Background: an optimization exercise with open tools, aiming at small area, a short achievable clock period and few clock cycles per item. Do not read the settings as production practice.
Where RTL was checked, it was by simulation tests only, not by an equivalence proof against the original.
Power is estimated from default activity; no workload was simulated.

==> flow/design.v <==
package mavg_pkg;
  localparam int WIN_W  = 7;
  localparam int CNT_W  = 7;
  localparam int FRAC_W = 8;
  localparam int AVG_W  = 24;
  localparam logic [WIN_W-1:0] WIN_RESET = WIN_W'(3);
  typedef enum logic [1:0] {
    ST_IDLE,
    ST_DIV,
    ST_DONE
  } state_t;
endpackage
module moving_average_warmup #(
  parameter int MAX_WINDOW  = 64,
  parameter int SAMPLE_BITS = 16
) (
  input  logic                         clk,
  input  logic                         rst_n,
  input  logic                         in_valid,
  output logic                         in_stall,
  input  logic [SAMPLE_BITS-1:0]       in_sample,
  input  logic                         in_series_start,
  output logic                         out_valid,
  input  logic                         out_stall,
  output logic [mavg_pkg::AVG_W-1:0]   out_average,
  input  logic                         cfg_wr_en,
  input  logic [mavg_pkg::WIN_W-1:0]   cfg_wr_data
);
  localparam int NST = 12;   
  logic en_r;           
  logic stall_r;        
  logic ov_r, sv_r;     
  logic [23:0] oq_r, sq_r;
  logic [5:0] em1_r;    
  logic [6:0] c_r;      
  logic       full_r;   
  logic       acc;
  logic       first_n, drop_n;
  logic [5:0] cm1_n;
  logic [5:0] em1_cfg;
  logic [6:0] c_inc;
  assign acc     = in_valid & en_r;
  assign first_n = in_series_start | (c_r == 7'd0);
  assign drop_n  = ~first_n & full_r;
  assign cm1_n   = in_series_start ? 6'd0 : (full_r ? em1_r : c_r[5:0]);
  assign em1_cfg = (cfg_wr_data == 7'd0) ? 6'd0 :
                   (cfg_wr_data > 7'd64) ? 6'd63 : 6'(cfg_wr_data - 7'd1);
  assign c_inc   = {1'b0, cm1_n} + 7'd1;
  always_ff @(posedge clk) begin
    if (!rst_n) begin
      em1_r  <= 6'd2;
      c_r    <= 7'd0;
      full_r <= 1'b0;
    end else if (cfg_wr_en) begin
      em1_r  <= em1_cfg;
      c_r    <= 7'd0;
      full_r <= 1'b0;
    end else if (acc) begin
      c_r    <= c_inc;
      full_r <= (cm1_n == em1_r);
    end
  end
  logic                   v0;
  logic [15:0]            x0;
  logic                   first0;
  logic [7:0]             rsel0;    
  logic [7:0]             isel0;    
  logic [5:0]             cm1_0;
  always_ff @(posedge clk) begin
    if (!rst_n) v0 <= 1'b0;
    else if (en_r) v0 <= in_valid;
  end
  always_ff @(posedge clk) begin
    if (en_r) begin
      x0     <= in_sample;
      first0 <= first_n;
      for (int k = 0; k < 8; k++) begin
        rsel0[k] <= drop_n && (em1_r[2:0] == 3'(k));
        isel0[k] <= (em1_r[5:3] == 3'(7 - k));
      end
      cm1_0  <= cm1_n;
    end
  end
  logic [15:0] sr [64];
  logic [15:0] old;
  logic        v1, first1;
  logic [16:0] d1;
  logic [5:0]  cm1_1;
  logic [7:0]  k3_1;
  always_comb begin
    old = '0;
    for (int k = 0; k < 8; k++) old = old | ({16{rsel0[k]}} & sr[56 + k]);
  end
  always_ff @(posedge clk) begin
    if (en_r && v0) begin
      for (int k = 0; k < 64; k++) begin
        if (k == 0) begin
          sr[k] <= x0;
        end else if (k % 8 == 0) begin
          sr[k] <= isel0[k / 8] ? x0 : sr[k-1];
        end else begin
          sr[k] <= sr[k-1];
        end
      end
    end
  end
  logic [16:0] d_n;
  mavg_delta u_delta (.x(x0), .o(old), .y(d_n));
  always_ff @(posedge clk) begin
    if (!rst_n) v1 <= 1'b0;
    else if (en_r) v1 <= v0;
  end
  always_ff @(posedge clk) begin
    if (en_r) begin
      d1     <= d_n;
      first1 <= first0;
      cm1_1  <= cm1_0;
      k3_1   <= {1'b0, cm1_0, 1'b0} + {2'b00, cm1_0} + 8'd2;
    end
  end
  logic        vs;
  logic [21:0] s_r;
  logic [5:0]  cm1_s;
  logic [7:0]  k3_s;
  logic [21:0] s_n;
  mavg_sum u_sum (.s(s_r), .d(d1), .first(first1), .y(s_n));
  always_ff @(posedge clk) begin
    if (!rst_n) vs <= 1'b0;
    else if (en_r) vs <= v1;
  end
  always_ff @(posedge clk) begin
    if (en_r) begin
      cm1_s <= cm1_1;
      k3_s  <= k3_1;
      if (v1) s_r <= s_n;
    end
  end
  logic        dv   [NST+1];
  logic [5:0]  drem [NST+1];
  logic [23:0] dw   [NST+1];
  logic [5:0]  dcm1 [NST+1];
  logic [7:0]  dk3  [NST+1];
  assign dv[0]   = vs;
  assign drem[0] = s_r[21:16];
  assign dw[0]   = {s_r[15:0], 8'd0};
  assign dcm1[0] = cm1_s;
  assign dk3[0]  = k3_s;
  for (genvar j = 0; j < NST; j++) begin : g_div
    logic [7:0]  res;
    logic [5:0]  rem_c;
    logic [23:0] w_c;
    mavg_digit u_digit (.rem(drem[j]), .b(dw[j][23:22]), .m(dcm1[j]), .k3(dk3[j]), .res(res));
    assign rem_c = res[5:0];
    assign w_c   = {dw[j][21:0], res[7:6]};
    if (j < NST - 1) begin : g_reg
      logic        v_q;
      logic [5:0]  rem_q, cm1_q;
      logic [7:0]  k3_q;
      logic [23:0] w_q;
      always_ff @(posedge clk) begin
        if (!rst_n) v_q <= 1'b0;
        else if (en_r) v_q <= dv[j];
      end
      always_ff @(posedge clk) begin
        if (en_r) begin
          rem_q <= rem_c;
          w_q   <= w_c;
          cm1_q <= dcm1[j];
          k3_q  <= dk3[j];
        end
      end
      assign dv[j+1]   = v_q;
      assign drem[j+1] = rem_q;
      assign dw[j+1]   = w_q;
      assign dcm1[j+1] = cm1_q;
      assign dk3[j+1]  = k3_q;
    end else begin : g_last
      assign dv[j+1]   = dv[j];
      assign drem[j+1] = rem_c;
      assign dw[j+1]   = w_c;
      assign dcm1[j+1] = dcm1[j];
      assign dk3[j+1]  = dk3[j];
    end
  end
  logic push, take, ov_n, sv_n;
  assign push = en_r & dv[NST];
  assign take = ~ov_r | ~out_stall;
  assign ov_n = take ? (sv_r | push) : 1'b1;
  assign sv_n = take ? (sv_r & push) : (sv_r | push);
  always_ff @(posedge clk) begin
    if (!rst_n) begin
      ov_r    <= 1'b0;
      sv_r    <= 1'b0;
      en_r    <= 1'b1;
      stall_r <= 1'b0;
    end else begin
      ov_r    <= ov_n;
      sv_r    <= sv_n;
      en_r    <= ~(ov_n & sv_n);
      stall_r <= ov_n & sv_n;
    end
  end
  always_ff @(posedge clk) begin
    if (take) oq_r <= sv_r ? sq_r : dw[NST];
    if (en_r && (sv_r ? take : 1'b1)) sq_r <= dw[NST];
  end
  assign in_stall    = stall_r;
  assign out_valid   = ov_r;
  assign out_average = oq_r;
endmodule
module mavg_digit (
  input  logic [5:0] rem,
  input  logic [1:0] b,
  input  logic [5:0] m,
  input  logic [7:0] k3,
  output logic [7:0] res
);
  function automatic logic [6:0] sub8(input logic [7:0] t, input logic [7:0] k);
    logic [7:0] nk, gg, pp;
    nk = ~k;
    gg = t & nk;
    pp = t | nk;
    for (int d = 1; d < 8; d = d * 2) begin
      for (int i = 7; i >= d; i--) begin
        gg[i] = gg[i] | (pp[i] & gg[i-d]);
        pp[i] = pp[i] & pp[i-d];
      end
    end
    sub8 = {gg[7], nk[5:0] ^ {gg[4:0], 1'b0}};
  endfunction
  logic [7:0] t;
  logic [6:0] s1, s2, s3;
  logic       q3, q2, q1;
  assign t  = {rem, b};
  assign s1 = sub8(t, {2'b00, m});
  assign s2 = sub8(t, {1'b0, m, 1'b1});
  assign s3 = sub8(t, k3);
  assign q3 = s3[6];
  assign q2 = s2[6] & ~s3[6];
  assign q1 = s1[6] & ~s2[6];
  assign res[7:6] = {s2[6], q3 | q1};
  assign res[5:0] = t[5:0] ^ (({6{q3}} & s3[5:0]) | ({6{q2}} & s2[5:0]) |
                              ({6{q1}} & s1[5:0]));
endmodule
module mavg_delta (
  input  logic [15:0] x,
  input  logic [15:0] o,
  output logic [16:0] y
);
  function automatic logic [24:0] add24(input logic [23:0] a, input logic [23:0] b,
                                        input logic cin);
    logic [23:0] gg, pp;
    logic [24:0] cy;
    gg = a & b;
    pp = a | b;
    gg[0] = gg[0] | (pp[0] & cin);
    for (int d = 1; d < 24; d = d * 2) begin
      for (int i = 23; i >= d; i--) begin
        gg[i] = gg[i] | (pp[i] & gg[i-d]);
        pp[i] = pp[i] & pp[i-d];
      end
    end
    cy = {gg, cin};
    add24 = {cy[24], a ^ (b ^ cy[23:0])};
  endfunction
  logic [24:0] r;
  assign r = add24({8'd0, x}, ~{8'd0, o}, 1'b1);
  assign y = r[16:0];
endmodule
module mavg_sum (
  input  logic [21:0] s,
  input  logic [16:0] d,
  input  logic        first,
  output logic [21:0] y
);
  function automatic logic [24:0] add24(input logic [23:0] a, input logic [23:0] b,
                                        input logic cin);
    logic [23:0] gg, pp;
    logic [24:0] cy;
    gg = a & b;
    pp = a | b;
    gg[0] = gg[0] | (pp[0] & cin);
    for (int d = 1; d < 24; d = d * 2) begin
      for (int i = 23; i >= d; i--) begin
        gg[i] = gg[i] | (pp[i] & gg[i-d]);
        pp[i] = pp[i] & pp[i-d];
      end
    end
    cy = {gg, cin};
    add24 = {cy[24], a ^ (b ^ cy[23:0])};
  endfunction
  logic [24:0] r;
  assign r = add24({2'd0, s}, {{7{d[16]}}, d}, 1'b0);
  assign y = first ? {{5{d[16]}}, d} : r[21:0];
endmodule
clock: 6.0 ns
lec_check: 0
cap_margin: 20
core_margin: 2
core_utilization: 35
cts_cluster_diameter: 60
cts_cluster_size: 30
setup_slack_margin: 3.6
slew_margin: 20
synth_hierarchical: 1
synth_minimum_keep_size: 0
tns_end_percent: 5
run.sh (not shown) runs the stock make flow with config.mk's settings and CLKGATE_MAP_FILE= SYNTH_SCRIPT=/design/flow/synth_recipe.tcl, a recipe that flattens the netlist after the stock synthesis.
The starting point completed without violations.
Edit:
--- a/flow/design.v
+++ b/flow/design.v
@@ -60,10 +60,23 @@
       full_r <= (cm1_n == em1_r);
     end
   end
-  logic                   v0;
-  logic [15:0]            x0;
+  logic        v0;
+  logic [15:0] x0;
+  logic [15:0] sr [64];
+  logic [15:0] old_n;
+  logic [8:0]  osel;
+  logic        oself;
+  always_comb begin
+    oself = v0 && (em1_r == 6'd0);
+    for (int j = 0; j < 9; j++) begin
+      osel[j] = v0 ? (j == int'(em1_r[2:0]) && em1_r != 6'd0)
+                   : (j == int'(em1_r[2:0]) + 1);
+    end
+    old_n = {16{oself}} & x0;
+    for (int j = 0; j < 9; j++) old_n = old_n | ({16{osel[j]}} & sr[55 + j]);
+  end
   logic                   first0;
-  logic [7:0]             rsel0;    
+  logic [15:0]            old0;     
   logic [7:0]             isel0;    
   logic [5:0]             cm1_0;
   always_ff @(posedge clk) begin
@@ -74,23 +87,15 @@
     if (en_r) begin
       x0     <= in_sample;
       first0 <= first_n;
-      for (int k = 0; k < 8; k++) begin
-        rsel0[k] <= drop_n && (em1_r[2:0] == 3'(k));
-        isel0[k] <= (em1_r[5:3] == 3'(7 - k));
-      end
+      old0   <= drop_n ? old_n : 16'd0;
+      for (int k = 0; k < 8; k++) isel0[k] <= (em1_r[5:3] == 3'(7 - k));
       cm1_0  <= cm1_n;
     end
   end
-  logic [15:0] sr [64];
-  logic [15:0] old;
   logic        v1, first1;
   logic [16:0] d1;
   logic [5:0]  cm1_1;
   logic [7:0]  k3_1;
-  always_comb begin
-    old = '0;
-    for (int k = 0; k < 8; k++) old = old | ({16{rsel0[k]}} & sr[56 + k]);
-  end
   always_ff @(posedge clk) begin
     if (en_r && v0) begin
       for (int k = 0; k < 64; k++) begin
@@ -105,7 +110,7 @@
     end
   end
   logic [16:0] d_n;
-  mavg_delta u_delta (.x(x0), .o(old), .y(d_n));
+  mavg_delta u_delta (.x(x0), .o(old0), .y(d_n));
   always_ff @(posedge clk) begin
     if (!rst_n) v1 <= 1'b0;
     else if (en_r) v1 <= v0;
@@ -251,12 +256,14 @@
                                         input logic cin);
     logic [23:0] gg, pp;
     logic [24:0] cy;
+    logic        g0alt;
     gg = a & b;
     pp = a | b;
     gg[0] = gg[0] | (pp[0] & cin);
+    g0alt = ~((~a[0] | ~b[0]) & ~((a[0] | b[0]) & cin));
     for (int d = 1; d < 24; d = d * 2) begin
       for (int i = 23; i >= d; i--) begin
-        gg[i] = gg[i] | (pp[i] & gg[i-d]);
+        gg[i] = gg[i] | (pp[i] & ((d == 1 && i == 1) ? g0alt : gg[i-d]));
         pp[i] = pp[i] & pp[i-d];
       end
     end
@@ -277,12 +284,14 @@
                                         input logic cin);
     logic [23:0] gg, pp;
     logic [24:0] cy;
+    logic        g0alt;
     gg = a & b;
     pp = a | b;
     gg[0] = gg[0] | (pp[0] & cin);
+    g0alt = ~((~a[0] | ~b[0]) & ~((a[0] | b[0]) & cin));
     for (int d = 1; d < 24; d = d * 2) begin
       for (int i = 23; i >= d; i--) begin
-        gg[i] = gg[i] | (pp[i] & gg[i-d]);
+        gg[i] = gg[i] | (pp[i] & ((d == 1 && i == 1) ? g0alt : gg[i-d]));
         pp[i] = pp[i] & pp[i-d];
       end
     end
Effect: The changed run ran to the end with no violations; clock power rose by a few percent; cell area goes up slightly; utilization shrinks by 0.44 points; die area rises slightly; final cell count went up by a few percent; global-route usage goes up by 0.38 points; register-to-register slack is better by 120 ps; first-iteration DRC count increases by about a fifth.
Testbench counts after the change, summed over its fixed seeds: cycles 3,352, items 3,200.
For the first run of this note, only the layout was checked, not whether the RTL still works.

moving_average_warmup, a different RTL version from the one above (not shown whole).
For scale: ~3,800 cells after synthesis, about 65,000 µm² of cells after synthesis.
==> flow/config.mk <==
export PLATFORM = sky130hd
export DESIGN_NAME = moving_average_warmup
export DESIGN_NICKNAME = moving_average_warmup
export VERILOG_FILES = /design/flow/design.v
export SDC_FILE = /design/flow/constraint.sdc
export NUM_CORES = 4
export LEC_CHECK = 0
export CAP_MARGIN = 20
export CORE_MARGIN = 2
export CORE_UTILIZATION = 35
export CTS_CLUSTER_DIAMETER = 60
export CTS_CLUSTER_SIZE = 30
export SETUP_SLACK_MARGIN = 3.6
export SLEW_MARGIN = 20
export SYNTH_HIERARCHICAL = 1
export SYNTH_MINIMUM_KEEP_SIZE = 0
export TNS_END_PERCENT = 5
==> flow/constraint.sdc <==
create_clock -name core_clock -period 6.0 [get_ports {clk}]
set_input_delay 1.2000 -clock core_clock [delete_from_list [all_inputs] [get_ports {clk}]]
set_output_delay 1.2000 -clock core_clock [all_outputs]
set_load 0.01 [all_outputs]
==> next run, changes <==
--- a/flow/design.v
+++ b/flow/design.v
@@ -70,99 +70,103 @@
     oself = v0 && (em1_r == 6'd0);
     for (int j = 0; j < 9; j++) begin
       osel[j] = v0 ? (j == int'(em1_r[2:0]) && em1_r != 6'd0)
                    : (j == int'(em1_r[2:0]) + 1);
     end
     old_n = {16{oself}} & x0;
     for (int j = 0; j < 9; j++) old_n = old_n | ({16{osel[j]}} & sr[55 + j]);
   end
   logic                   first0;
   logic [15:0]            old0;     
-  logic [2:0]             blk0;     
+  logic [7:0]             isel0;    
   logic [5:0]             cm1_0;
   always_ff @(posedge clk) begin
     if (!rst_n) v0 <= 1'b0;
     else if (en_r) v0 <= in_valid;
   end
   always_ff @(posedge clk) begin
     if (en_r) begin
       x0     <= in_sample;
       first0 <= first_n;
       old0   <= drop_n ? old_n : 16'd0;
-      blk0   <= em1_r[5:3];
+      for (int k = 0; k < 8; k++) isel0[k] <= (em1_r[5:3] == 3'(7 - k));
       cm1_0  <= cm1_n;
     end
   end
   logic        v1, first1;
   logic [16:0] d1;
   logic [5:0]  cm1_1;
+  logic [7:0]  k3_1;
   always_ff @(posedge clk) begin
     if (en_r && v0) begin
       for (int k = 0; k < 64; k++) begin
         if (k == 0) begin
           sr[k] <= x0;
         end else if (k % 8 == 0) begin
-          sr[k] <= (blk0 == 3'(7 - k / 8)) ? x0 : sr[k-1];
+          sr[k] <= isel0[k / 8] ? x0 : sr[k-1];
         end else begin
           sr[k] <= sr[k-1];
         end
       end
     end
   end
   logic [16:0] d_n;
   mavg_delta u_delta (.x(x0), .o(old0), .y(d_n));
   always_ff @(posedge clk) begin
     if (!rst_n) v1 <= 1'b0;
     else if (en_r) v1 <= v0;
   end
   always_ff @(posedge clk) begin
     if (en_r) begin
       d1     <= d_n;
       first1 <= first0;
       cm1_1  <= cm1_0;
+      k3_1   <= {1'b0, cm1_0, 1'b0} + {2'b00, cm1_0} + 8'd2;
     end
   end
   logic        vb, first_b, kap_b;
   logic [10:0] l_r;
   logic [5:0]  dh_b;
   logic [5:0]  cm1_b;
+  logic [7:0]  k3_b;
   logic [11:0] l_n;
   mavg_add11 u_add_lo (.a(first1 ? 11'd0 : l_r), .b(d1[10:0]), .cin(1'b0), .y(l_n));
   always_ff @(posedge clk) begin
     if (!rst_n) vb <= 1'b0;
     else if (en_r) vb <= v1;
   end
   always_ff @(posedge clk) begin
     if (en_r) begin
       first_b <= first1;
       kap_b   <= l_n[11];
       dh_b    <= d1[16:11];
       cm1_b   <= cm1_1;
+      k3_b    <= k3_1;
       if (v1) l_r <= l_n[10:0];
     end
   end
   logic        vs;
   logic [10:0] h_r, l_c;
   logic [5:0]  cm1_s;
   logic [7:0]  k3_s;
   logic [11:0] h_n;
   mavg_add11 u_add_hi (.a(first_b ? 11'd0 : h_r), .b({{5{dh_b[5]}}, dh_b}), .cin(kap_b),
                        .y(h_n));
   always_ff @(posedge clk) begin
     if (!rst_n) vs <= 1'b0;
     else if (en_r) vs <= vb;
   end
   always_ff @(posedge clk) begin
     if (en_r) begin
       l_c   <= l_r;
       cm1_s <= cm1_b;
-      k3_s  <= {1'b0, cm1_b, 1'b0} + {2'b00, cm1_b} + 8'd2;   
+      k3_s  <= k3_b;
       if (vb) h_r <= h_n[10:0];
     end
   end
   logic        dv   [NST+1];
   logic [5:0]  drem [NST+1];
   logic [23:0] dw   [NST+1];
   logic [5:0]  dcm1 [NST+1];
   logic [7:0]  dk3  [NST+1];
   assign dv[0]   = vs;
   assign drem[0] = h_r[10:5];
Outcome:
- worst hold slack loses 0.0069 ns
- register-to-register slack gains 0.08 ns
- sequential cell count rises by 18
- total power rises by 1.3%
- fmax rises by 3.2%
Testbench counts after the change, summed over its fixed seeds: cycles 3,360, items 3,200.
The RTL of the first run of this note was laid out without a check of its function.

[static timing again, ports no longer ideal]
The flow's constraints put no driver on any port. The routed layouts listed below were extracted and timed again, unchanged, in two steps.
Step 1 sets driving cells, clkbuf_16 on the clock port and buf_2 on the other inputs (assumed; they add their load-dependent delay and slew).
Step 2, shift: input delay + t, output delay - t, t = (earliest + latest rising clock arrival at the registers) / 2. This alone moves slack from input paths to output paths.
Three values: ideal, step 1, step 2; two values: the first two.
| run | t (ns) | setup WS [ns] | hold slack, ns |
|---|---|---|---|
| the first run of note 1 | 0.808 | 3.091 / 3.091 / 2.734 | 0.406 / 0.406 / 0.406 |
| the second run of note 1 | 0.815 | 3.210 / 3.210 / 2.541 | 0.410 / 0.410 / 0.410 |
| the first run of note 2 | 0.818 | 3.378 / 3.378 / 2.756 | 0.389 / 0.389 / 0.389 |
| the second run of note 2 | 0.822 | 3.460 / 3.451 / 2.896 | 0.382 / 0.382 / 0.382 |
After both steps setup and hold are still met in every run listed. The setup slack of the second run of note 1, which loses most, moves by 0.000 ns with the drivers and by -0.669 ns with both steps.
